Source: an optimization exercise on an open RTL-to-GDS flow (aim: a short achievable clock period and few clock cycles per item). Production flows keep margins and buffers that such runs may drop. At most, simulation tests tie the RTL to the original design; equivalence was not proved. The flow treats the clock pin as an ideal source. Dropping or thinning the clock tree relies on that and would not hold on a real chip. Power figures rest on the tool's default switching activity, not on a simulated workload.

job 3534:
## mem_arbiter_nport
module mem_arbiter_nport #(
    parameter int NUM_PORTS  = 4,
    parameter int BLOCK_SIZE = 32,
    parameter int ARB_MODE   = 1
) (
    input  logic                              clk,
    input  logic                              rst,
    input  logic [NUM_PORTS-1:0]              req_valid,
    input  logic [NUM_PORTS-1:0]              req_write,
    input  logic [NUM_PORTS-1:0]              req_single,
    input  logic [NUM_PORTS*32-1:0]           req_addr,
    input  logic [NUM_PORTS*BLOCK_SIZE*8-1:0] req_wdata,
    output logic [NUM_PORTS-1:0]              grant,
    output logic [NUM_PORTS-1:0]              resp_done,
    output logic [BLOCK_SIZE*8-1:0]           resp_rdata,
    output logic [31:0]                       addr,
    output logic                              write,
    output logic [31:0]                       wdata,
    output logic [1:0]                        transfer,
    input  logic [31:0]                       rdata,
    input  logic                              ready
);
==> flow/config.mk <==
export PLATFORM = sky130hd
export DESIGN_NAME = mem_arbiter_nport
export DESIGN_NICKNAME = mem_arbiter_nport
export VERILOG_FILES = /design/flow/design.v
export SDC_FILE = /design/flow/constraint.sdc
export NUM_CORES = 4
export LEC_CHECK = 0
export ABC_CLOCK_PERIOD_IN_PS = 1500
export CAP_MARGIN = 20
export CORE_AREA = 5 5 295 295
export DIE_AREA = 0 0 300 300
export PLACE_DENSITY = 0.7
export SETUP_SLACK_MARGIN = 3.3
export SLEW_MARGIN = 20
==> flow/constraint.sdc <==
create_clock -name core_clock -period 5.0 [get_ports {clk}]
set_input_delay 1.0000 -clock core_clock [delete_from_list [all_inputs] [get_ports {clk}]]
set_output_delay 1.0000 -clock core_clock [all_outputs]
set_load 0.01 [all_outputs]
standard.sh (not shown) runs the stock make flow with config.mk's settings and CLKGATE_MAP_FILE= SYNTH_SCRIPT=/design/flow/synth_recipe.tcl, a recipe that flattens the netlist after the stock synthesis.
==> flow/flow/run.sh <==
#!/bin/bash
# Standard ORFS flow with: fast port buffers (buffer_ports uses buf_4, and the resizer may
# change a cell's footprint); I/O pins allowed one routing track apart, with the clock pin
# alone in the middle of the left edge; a two-level clock tree built by cts_tree.tcl in
# place of TritonCTS (the clock port drives four buffers, each driving the leaf buffers of
# one region of flip-flops); after CTS, one more setup repair of the paths into the
# registers (post_cts.tcl); and the slow complex gates a222oi_1 and a2111oi_0 added to the
# platform's don't-use cells (synthesis keeps the same registers). ORFS writes each step's
# log under orfs/logs; make's own output goes to make.log.
set -euo pipefail
die=$(grep -o 'DIE_AREA=0 0 [0-9.]* [0-9.]*' standard.sh | awk '{print $4}')
lo=$(awk -v h="$die" 'BEGIN{print int(h/2-10)}'); hi=$(awk -v h="$die" 'BEGIN{print int(h/2+10)}')
dontuse=$(make -s -C "$FLOW_HOME" DESIGN_CONFIG="$PWD/config.mk" WORK_HOME="$PWD/orfs" print-DONT_USE_CELLS 2> dontuse.log | sed -n 's/^DONT_USE_CELLS: //p')
[[ -n "$dontuse" ]] || { echo "could not read DONT_USE_CELLS" >&2; exit 1; }
dontuse="$dontuse sky130_fd_sc_hd__a222oi_1 sky130_fd_sc_hd__a2111oi_0"
sed -e "s|\"\${@:-finish}\"|MATCH_CELL_FOOTPRINT=0 'BUFFER_PORTS_ARGS=-buffer_cell sky130_fd_sc_hd__buf_4' 'PLACE_PINS_ARGS=-min_distance 1 -min_distance_in_tracks -exclude left:$lo-$hi' PRE_IO_PLACEMENT_TCL=$PWD/flow/pins.tcl PRE_CTS_TCL=$PWD/flow/cts_tree.tcl POST_CTS_TCL=$PWD/flow/post_cts.tcl 'DONT_USE_CELLS=$dontuse' \"\${@:-finish}\"|" standard.sh > flow_standard.sh
bash flow_standard.sh finish > make.log 2>&1
Other scripts of this flow, unchanged in this note and not shown: flow/flow/cts_tree.tcl, flow/flow/pins.tcl, flow/flow/post_cts.tcl
Status: job 3534 FAILED at global routing (5_1_grt) (tool error)
Testbench counts of job 3534, summed over its fixed seeds: cycles 12,747, items 2,048.
The following lists how job 3891 was set up differently from job 3534:
diff --git a/flow/config.mk b/flow/config.mk
--- a/flow/config.mk
+++ b/flow/config.mk
@@ -9,5 +9,5 @@
 export CAP_MARGIN = 20
-export CORE_AREA = 5 5 295 295
-export DIE_AREA = 0 0 300 300
-export PLACE_DENSITY = 0.7
+export CORE_AREA = 5 5 315 315
+export DIE_AREA = 0 0 320 320
+export PLACE_DENSITY = 0.5
 export SETUP_SLACK_MARGIN = 3.3
Results
Job 3891 reached the end of the flow, and the finished layout is clean on the timing, design-rule and antenna checks.
Looking at number of core rows, job 3891 sits above job 3534.
Re net count of the mapped netlist: no difference whatsoever between job 3891 and job 3534.
Delta(initial core utilization, job 3891 - job 3534) < 0
Input changes introduced in job 4096 (baseline for comparison: job 3891):
diff --git a/flow/config.mk b/flow/config.mk
--- a/flow/config.mk
+++ b/flow/config.mk
@@ -11,3 +11,2 @@
 export DIE_AREA = 0 0 320 320
-export PLACE_DENSITY = 0.5
 export SETUP_SLACK_MARGIN = 3.3
==> comparison <==
Diff job 3891..job 4096 | area taken by flip-flops and latches | negligible. Summary: setup slack, job 4096 worse than job 3891. Between job 4096 and job 3891, the sum of met2 wire segment lengths after detailed routing is lower for job 3891. Diff job 3891 -> job 4096 | ratio of routed vias to standard cells | increase of about 4%. Compared with job 3891, in job 4096 final period utilization moved up; mapped cell area level; final core utilization moved up; total power moved up; HPWL after detailed placement moved up. In the reports for job 4096 and job 3891, the larger sequential share of layout area belongs to job 3891. Summary — worst hold-check slack, job 4096 relative to job 3891: lower, by 0.021 ns.
In job 3891 and job 4096 the design's own scripts or RTL, not TritonCTS, make the clock network.

* * *

mem_arbiter_nport again, from the RTL that the note above started with.
clock: 5.0 ns
lec_check: 0
abc_clock_period_in_ps: 1500
cap_margin: 20
core_area: 5 5 315 315
die_area: 0 0 320 320
place_density: 0.5
setup_slack_margin: 3.3
slew_margin: 20
==> flow/flow/cts_tree.tcl <==
# Manual clock tree: the clock port drives NG first-level clkbufs, each driving an equal share
# of the leaf clkbufs; each leaf clkbuf drives one k-means cluster of at most cap flip-flops.
proc mt_kmeans {pts K} {
  # pts: list of {x y}; returns {centers assign}
  set n [llength $pts]
  set sorted [lsort -real -index 0 $pts]
  set cx {}; set cy {}
  for {set k 0} {$k < $K} {incr k} {
    set s [lindex $sorted [expr {int(($k + 0.5) * $n / $K)}]]
    lappend cx [lindex $s 0]; lappend cy [lindex $s 1]
  }
  for {set iter 0} {$iter < 40} {incr iter} {
    set sx [lrepeat $K 0.0]; set sy [lrepeat $K 0.0]; set cnt [lrepeat $K 0]
    set assign {}
    foreach p $pts {
      set x [lindex $p 0]; set y [lindex $p 1]
      set best 0; set bd 1e30
      for {set k 0} {$k < $K} {incr k} {
        set d [expr {hypot($x-[lindex $cx $k], $y-[lindex $cy $k])}]
        if {$d < $bd} {set bd $d; set best $k}
      }
      lappend assign $best
      lset sx $best [expr {[lindex $sx $best]+$x}]
      lset sy $best [expr {[lindex $sy $best]+$y}]
      lset cnt $best [expr {[lindex $cnt $best]+1}]
    }
    for {set k 0} {$k < $K} {incr k} {
      if {[lindex $cnt $k] > 0} {
        lset cx $k [expr {[lindex $sx $k]/[lindex $cnt $k]}]
        lset cy $k [expr {[lindex $sy $k]/[lindex $cnt $k]}]
      }
    }
  }
  return [list $cx $cy $assign $cnt]
}

proc mt_buf {block master name x y inNet outNetName} {
  set inst [odb::dbInst_create $block $master $name]
  $inst setLocation [expr {int($x)}] [expr {int($y)}]
  $inst setPlacementStatus PLACED
  set net [odb::dbNet_create $block $outNetName]
  $net setSigType CLOCK
  [$inst findITerm A] connect $inNet
  [$inst findITerm X] connect $net
  return $net
}

proc mytree_build {K NG cap {leafMaster sky130_fd_sc_hd__clkbuf_16} {l1Master sky130_fd_sc_hd__clkbuf_16}} {
  set db [ord::get_db]
  set block [ord::get_db_block]
  set clkNet [$block findNet clk]
  set its {}; set pts {}
  foreach it [$clkNet getITerms] {
    set b [[$it getInst] getBBox]
    lappend its $it
    lappend pts [list [expr {([$b xMin]+[$b xMax])/2.0}] [expr {([$b yMin]+[$b yMax])/2.0}]]
  }
  lassign [mt_kmeans $pts $K] cx cy assign cnt
  # split clusters bigger than cap in two until none is
  while {1} {
    set big -1; set bigc $cap
    for {set k 0} {$k < [llength $cnt]} {incr k} { if {[lindex $cnt $k] > $bigc} { set big $k; set bigc [lindex $cnt $k] } }
    if {$big < 0} break
    set sub {}; set subi {}
    set i 0
    foreach p $pts a $assign { if {$a == $big} { lappend sub $p; lappend subi $i }; incr i }
    lassign [mt_kmeans $sub 2] scx scy sassign scnt
    set newk [llength $cnt]
    lset cx $big [lindex $scx 0]; lset cy $big [lindex $scy 0]; lset cnt $big [lindex $scnt 0]
    lappend cx [lindex $scx 1]; lappend cy [lindex $scy 1]; lappend cnt [lindex $scnt 1]
    foreach i $subi a $sassign { if {$a == 1} { lset assign $i $newk } }
  }
  set K [llength $cnt]
  set lpts {}; set lidx {}
  for {set k 0} {$k < $K} {incr k} {
    if {[lindex $cnt $k] > 0} { lappend lpts [list [lindex $cx $k] [lindex $cy $k]]; lappend lidx $k }
  }
  # balanced groups: leaves sorted by angle around their mean, cut into NG equal runs
  set mx 0.0; set my 0.0
  foreach p $lpts { set mx [expr {$mx + [lindex $p 0]}]; set my [expr {$my + [lindex $p 1]}] }
  set nl [llength $lpts]
  set mx [expr {$mx / $nl}]; set my [expr {$my / $nl}]
  set ang {}
  set i 0
  foreach p $lpts { lappend ang [list $i [expr {atan2([lindex $p 1] - $my, [lindex $p 0] - $mx)}]]; incr i }
  set ang [lsort -real -index 1 $ang]
  set gassign [lrepeat $nl 0]
  set gcnt [lrepeat $NG 0]; set gx [lrepeat $NG 0.0]; set gy [lrepeat $NG 0.0]
  set r 0
  foreach a $ang {
    set g [expr {$r * $NG / $nl}]
    set i [lindex $a 0]
    lset gassign $i $g
    lset gcnt $g [expr {[lindex $gcnt $g] + 1}]
    lset gx $g [expr {[lindex $gx $g] + [lindex $lpts $i 0]}]
    lset gy $g [expr {[lindex $gy $g] + [lindex $lpts $i 1]}]
    incr r
  }
  for {set g 0} {$g < $NG} {incr g} {
    lset gx $g [expr {[lindex $gx $g] / [lindex $gcnt $g]}]
    lset gy $g [expr {[lindex $gy $g] / [lindex $gcnt $g]}]
  }
  set leafM [$db findMaster $leafMaster]
  set l1M [$db findMaster $l1Master]
  set l1nets {}
  for {set g 0} {$g < $NG} {incr g} {
    if {[lindex $gcnt $g] == 0} { lappend l1nets {}; continue }
    lappend l1nets [mt_buf $block $l1M "mcts_l1_$g" [lindex $gx $g] [lindex $gy $g] $clkNet "mcts_l1_net_$g"]
  }
  set leafnet [dict create]
  foreach k $lidx g $gassign {
    dict set leafnet $k [mt_buf $block $leafM "mcts_leaf_$k" [lindex $cx $k] [lindex $cy $k] [lindex $l1nets $g] "mcts_leaf_net_$k"]
  }
  foreach it $its k $assign {
    $it disconnect
    $it connect [dict get $leafnet $k]
  }
  puts "mytree: [llength $its] sinks, [llength $lidx] leaves in $NG groups (sizes $gcnt), leaf sizes $cnt"
}
# Sourced by ORFS's cts.tcl before its clock_tree_synthesis call (PRE_CTS_TCL): build the
# tree here, then stand in for clock_tree_synthesis so that it only switches the clock to
# propagated, as clock_tree_synthesis does after building its own tree.
mytree_build 24 4 18
rename clock_tree_synthesis orfs_clock_tree_synthesis
proc clock_tree_synthesis {args} {
  set_propagated_clock [all_clocks]
  puts "clock tree built by cts_tree.tcl"
}
Scripts as last shown in full above: flow/flow/run.sh
Other scripts of this flow, unchanged in this note and not shown: flow/flow/pins.tcl, flow/flow/post_cts.tcl
The baseline finished clean.
Testbench counts at the start, summed over its fixed seeds: cycles 12,747, items 2,048.
Rerun with:
--- a/flow/flow/cts_tree.tcl
+++ b/flow/flow/cts_tree.tcl
@@ -121,5 +121,5 @@
 # tree here, then stand in for clock_tree_synthesis so that it only switches the clock to
 # propagated, as clock_tree_synthesis does after building its own tree.
-mytree_build 24 4 18
+mytree_build 24 4 22
 rename clock_tree_synthesis orfs_clock_tree_synthesis
 proc clock_tree_synthesis {args} {
- CORE_AREA: 5 5 315 315 -> 5 5 295 295
- DIE_AREA: 0 0 320 320 -> 0 0 300 300
- PLACE_DENSITY: 0.5 -> unset
The new run finished with timing, DRC and antenna clean.
Routed wire length drops by a few percent.
Design area decreases by a few percent.
Worst setup slack stays flat.
Synthesized area stays the same.
Global-route usage goes up by 2.2 points.
Total power decreases by a few percent.
Rerun with:
--- a/flow/flow/cts_tree.tcl
+++ b/flow/flow/cts_tree.tcl
@@ -121,5 +121,5 @@
 # tree here, then stand in for clock_tree_synthesis so that it only switches the clock to
 # propagated, as clock_tree_synthesis does after building its own tree.
-mytree_build 24 4 22
+mytree_build 24 4 28
 rename clock_tree_synthesis orfs_clock_tree_synthesis
 proc clock_tree_synthesis {args} {
- CORE_AREA: 5 5 295 295 -> 5 5 315 315
- DIE_AREA: 0 0 300 300 -> 0 0 320 320
- PLACE_DENSITY: unset -> 0.5
Effect:
- The changed run went through all stages and came out clean
- final area stays flat
- wire length goes up by 5.2%
- global-route usage goes down by 2.5 points
- via count goes down by 1.6%
- clock power goes down by 13%
- combinational power goes down by about 3%
- register-to-register slack is better by 0.04 ns
- die area goes up by 14%
- setup slack is better by 0.035 ns
In every run of this note, the design's own scripts or RTL, not TritonCTS, make the clock network.

* * *

Another version of the RTL of mem_arbiter_nport (not shown whole).
Size in the first run: about 2700 cells after synthesis, roughly 920 flip-flops, about 0.034 mm^2 of cells after synthesis.
==> flow/config.mk <==
export PLATFORM = sky130hd
export DESIGN_NAME = mem_arbiter_nport
export DESIGN_NICKNAME = mem_arbiter_nport
export VERILOG_FILES = /design/flow/design.v
export SDC_FILE = /design/flow/constraint.sdc
export NUM_CORES = 4
export LEC_CHECK = 0
export ABC_CLOCK_PERIOD_IN_PS = 1500
export CAP_MARGIN = 20
export CORE_AREA = 5 5 315 315
export DIE_AREA = 0 0 320 320
export SETUP_SLACK_MARGIN = 3.3
export SLEW_MARGIN = 20
==> flow/constraint.sdc <==
create_clock -name core_clock -period 5.0 [get_ports {clk}]
set_input_delay 1.0000 -clock core_clock [delete_from_list [all_inputs] [get_ports {clk}]]
set_output_delay 1.0000 -clock core_clock [all_outputs]
set_load 0.01 [all_outputs]
Scripts as last shown in full above: flow/flow/run.sh
Other scripts of this flow, unchanged in this note and not shown: flow/flow/cts_tree.tcl, flow/flow/pins.tcl, flow/flow/post_cts.tcl
Testbench counts at the start, summed over its fixed seeds: cycles 12,747, items 2,048.
Change:
Settings changed: PLACE_DENSITY set to 0.5.
Outcome:
- The changed run passed the timing, design-rule and antenna checks
- clock power drops by 4.8%
- clock skew hardly moves
- total power drops by 2.1%
- worst hold slack stays flat
- die area stays the same
- design area drops by 0.71%
- sequential cell count stays the same
No run of this note takes its clock network from TritonCTS; it comes from the design's own scripts or RTL.

* * *

== rev 12 ==
mem_arbiter_nport, a different RTL version from the one above (not shown whole).
Size in the first run: about 2000 cells after synthesis, ~590 flip-flops, about 0.026 mm^2 of cells after synthesis.
clock: 5.0 ns
lec_check: 0
abc_clock_period_in_ps: 1500
cap_margin: 20
core_area: 5 5 315 315
cts_cluster_diameter: 100
cts_cluster_size: 30
die_area: 0 0 320 320
setup_slack_margin: 3.3
slew_margin: 20
==> flow/flow/run.sh <==
#!/bin/bash
# Standard ORFS flow with fast port buffers (buffer_ports uses buf_4, and the resizer may
# change a cell's footprint), I/O pins allowed one routing track apart, and the clock pin
# alone in the middle of the left edge.
set -euo pipefail
die=$(grep -o 'DIE_AREA=0 0 [0-9.]* [0-9.]*' standard.sh | awk '{print $4}')
lo=$(awk -v h="$die" 'BEGIN{print int(h/2-10)}'); hi=$(awk -v h="$die" 'BEGIN{print int(h/2+10)}')
sed -e "s|\"\${@:-finish}\"|MATCH_CELL_FOOTPRINT=0 'BUFFER_PORTS_ARGS=-buffer_cell sky130_fd_sc_hd__buf_4' 'PLACE_PINS_ARGS=-min_distance 1 -min_distance_in_tracks -exclude left:$lo-$hi' PRE_IO_PLACEMENT_TCL=$PWD/flow/pins.tcl \"\${@:-finish}\"|" standard.sh > flow_standard.sh
bash flow_standard.sh finish > make.log 2>&1
==> flow/flow/pins.tcl <==
# Put the clock pin in the middle of the left edge, with no other pin within 10 um of it
# (io placement keeps the other pins out of the region PLACE_PINS_ARGS excludes).
set die [[ord::get_db_block] getDieArea]
set mid [expr {($die yMin + $die yMax) / 2.0 / [[ord::get_db_tech] getDbUnitsPerMicron]}]
place_pin -pin_name clk -layer met3 -location [list 0 $mid] -pin_size {0.8 0.3} -force_to_die_boundary
FAIL rev 12 @ I/O pin placement: tool exited with error
Setup changes, rev 12 to rev 13
==> flow/flow/pins.tcl <==
# Put the clock pin in the middle of the left edge; PLACE_PINS_ARGS keeps the other pins
# out of the 20 um around it.
set die [[ord::get_db_block] getDieArea]
set mid [expr {([$die yMin] + [$die yMax]) / 2.0 / [[ord::get_db_tech] getDbUnitsPerMicron]}]
place_pin -pin_name clk -layer met3 -location [list 0 $mid] -pin_size {0.8 0.3} -force_to_die_boundary
diff --git a/flow/config.mk b/flow/config.mk
--- a/flow/config.mk
+++ b/flow/config.mk
@@ -10,4 +10,2 @@
 export CORE_AREA = 5 5 315 315
-export CTS_CLUSTER_DIAMETER = 100
-export CTS_CLUSTER_SIZE = 30
 export DIE_AREA = 0 0 320 320
--- outcome ---
Area after synthesis: rev 12 vs rev 13 identical. Site row count: rev 13 vs rev 12, no meaningful difference. Rev 13 finished all stages; the layout is clean. On proportion of synthesized chip area in sequential cells, rev 13 and rev 12 are neck and neck. The average footprint of a synthesized cell was comparable across rev 13 and rev 12. Going from rev 12 to rev 13, area fraction in compound gates after synthesis roughly the same; adder-cell share of the synthesized area roughly the same; initial core utilization roughly the same. On number of enable-type register cells in the synthesized netlist, rev 12 tracks rev 13 almost exactly. Synthesized cell count: rev 13 vs rev 12 identical.
No functional check of the RTL was part of any run of this note.

[static timing again, ports no longer ideal]
How much do the figures lean on ideal ports? The routed layouts below were timed once more, with nothing changed but the port constraints. Step 1: set_driving_cell puts a clkbuf_16 on clk and a buf_2 on each other input, an assumption about the parent block. Step 2 moves the port delays by t, midway between the first and last clock arrival at a register: inputs arrive t later, outputs are due t later. That takes back most of the time a late clock gives input paths. Three values: no drivers, after step 1, after step 2; two values: the first two.
| run | shift t [ns] | setup slack, ns | latest minus earliest clock arrival (ns) |
|---|---|---|---|
| job 3891 | 0.549 | 3.029 / 2.884 / 2.552 | 0.045 / 0.046 |
| job 4096 | 0.559 | 2.981 / 2.838 / 2.526 | 0.068 / 0.068 |
| the first run of note 2 | 0.571 | 3.011 / 2.885 / 2.498 | 0.042 / 0.042 |
| the second run of note 2 | 0.544 | 3.008 / 2.867 / 2.634 | 0.059 / 0.059 |
| the third run of note 2 | 0.537 | 3.043 / 2.899 / 2.572 | 0.051 / 0.051 |
| the first run of note 3 | 0.581 | 2.978 / 2.846 / 2.753 | 0.070 / 0.071 |
| the second run of note 3 | 0.573 | 3.008 / 2.864 / 2.707 | 0.054 / 0.054 |
| rev 13 | 0.702 | 2.711 / 2.662 / 2.401 | 0.028 / 0.029 |
After both steps setup and hold are still met in every run listed. For the first run of note 2, which loses most, drivers alone change the setup slack by -0.126 ns; drivers and shift together by -0.513 ns.
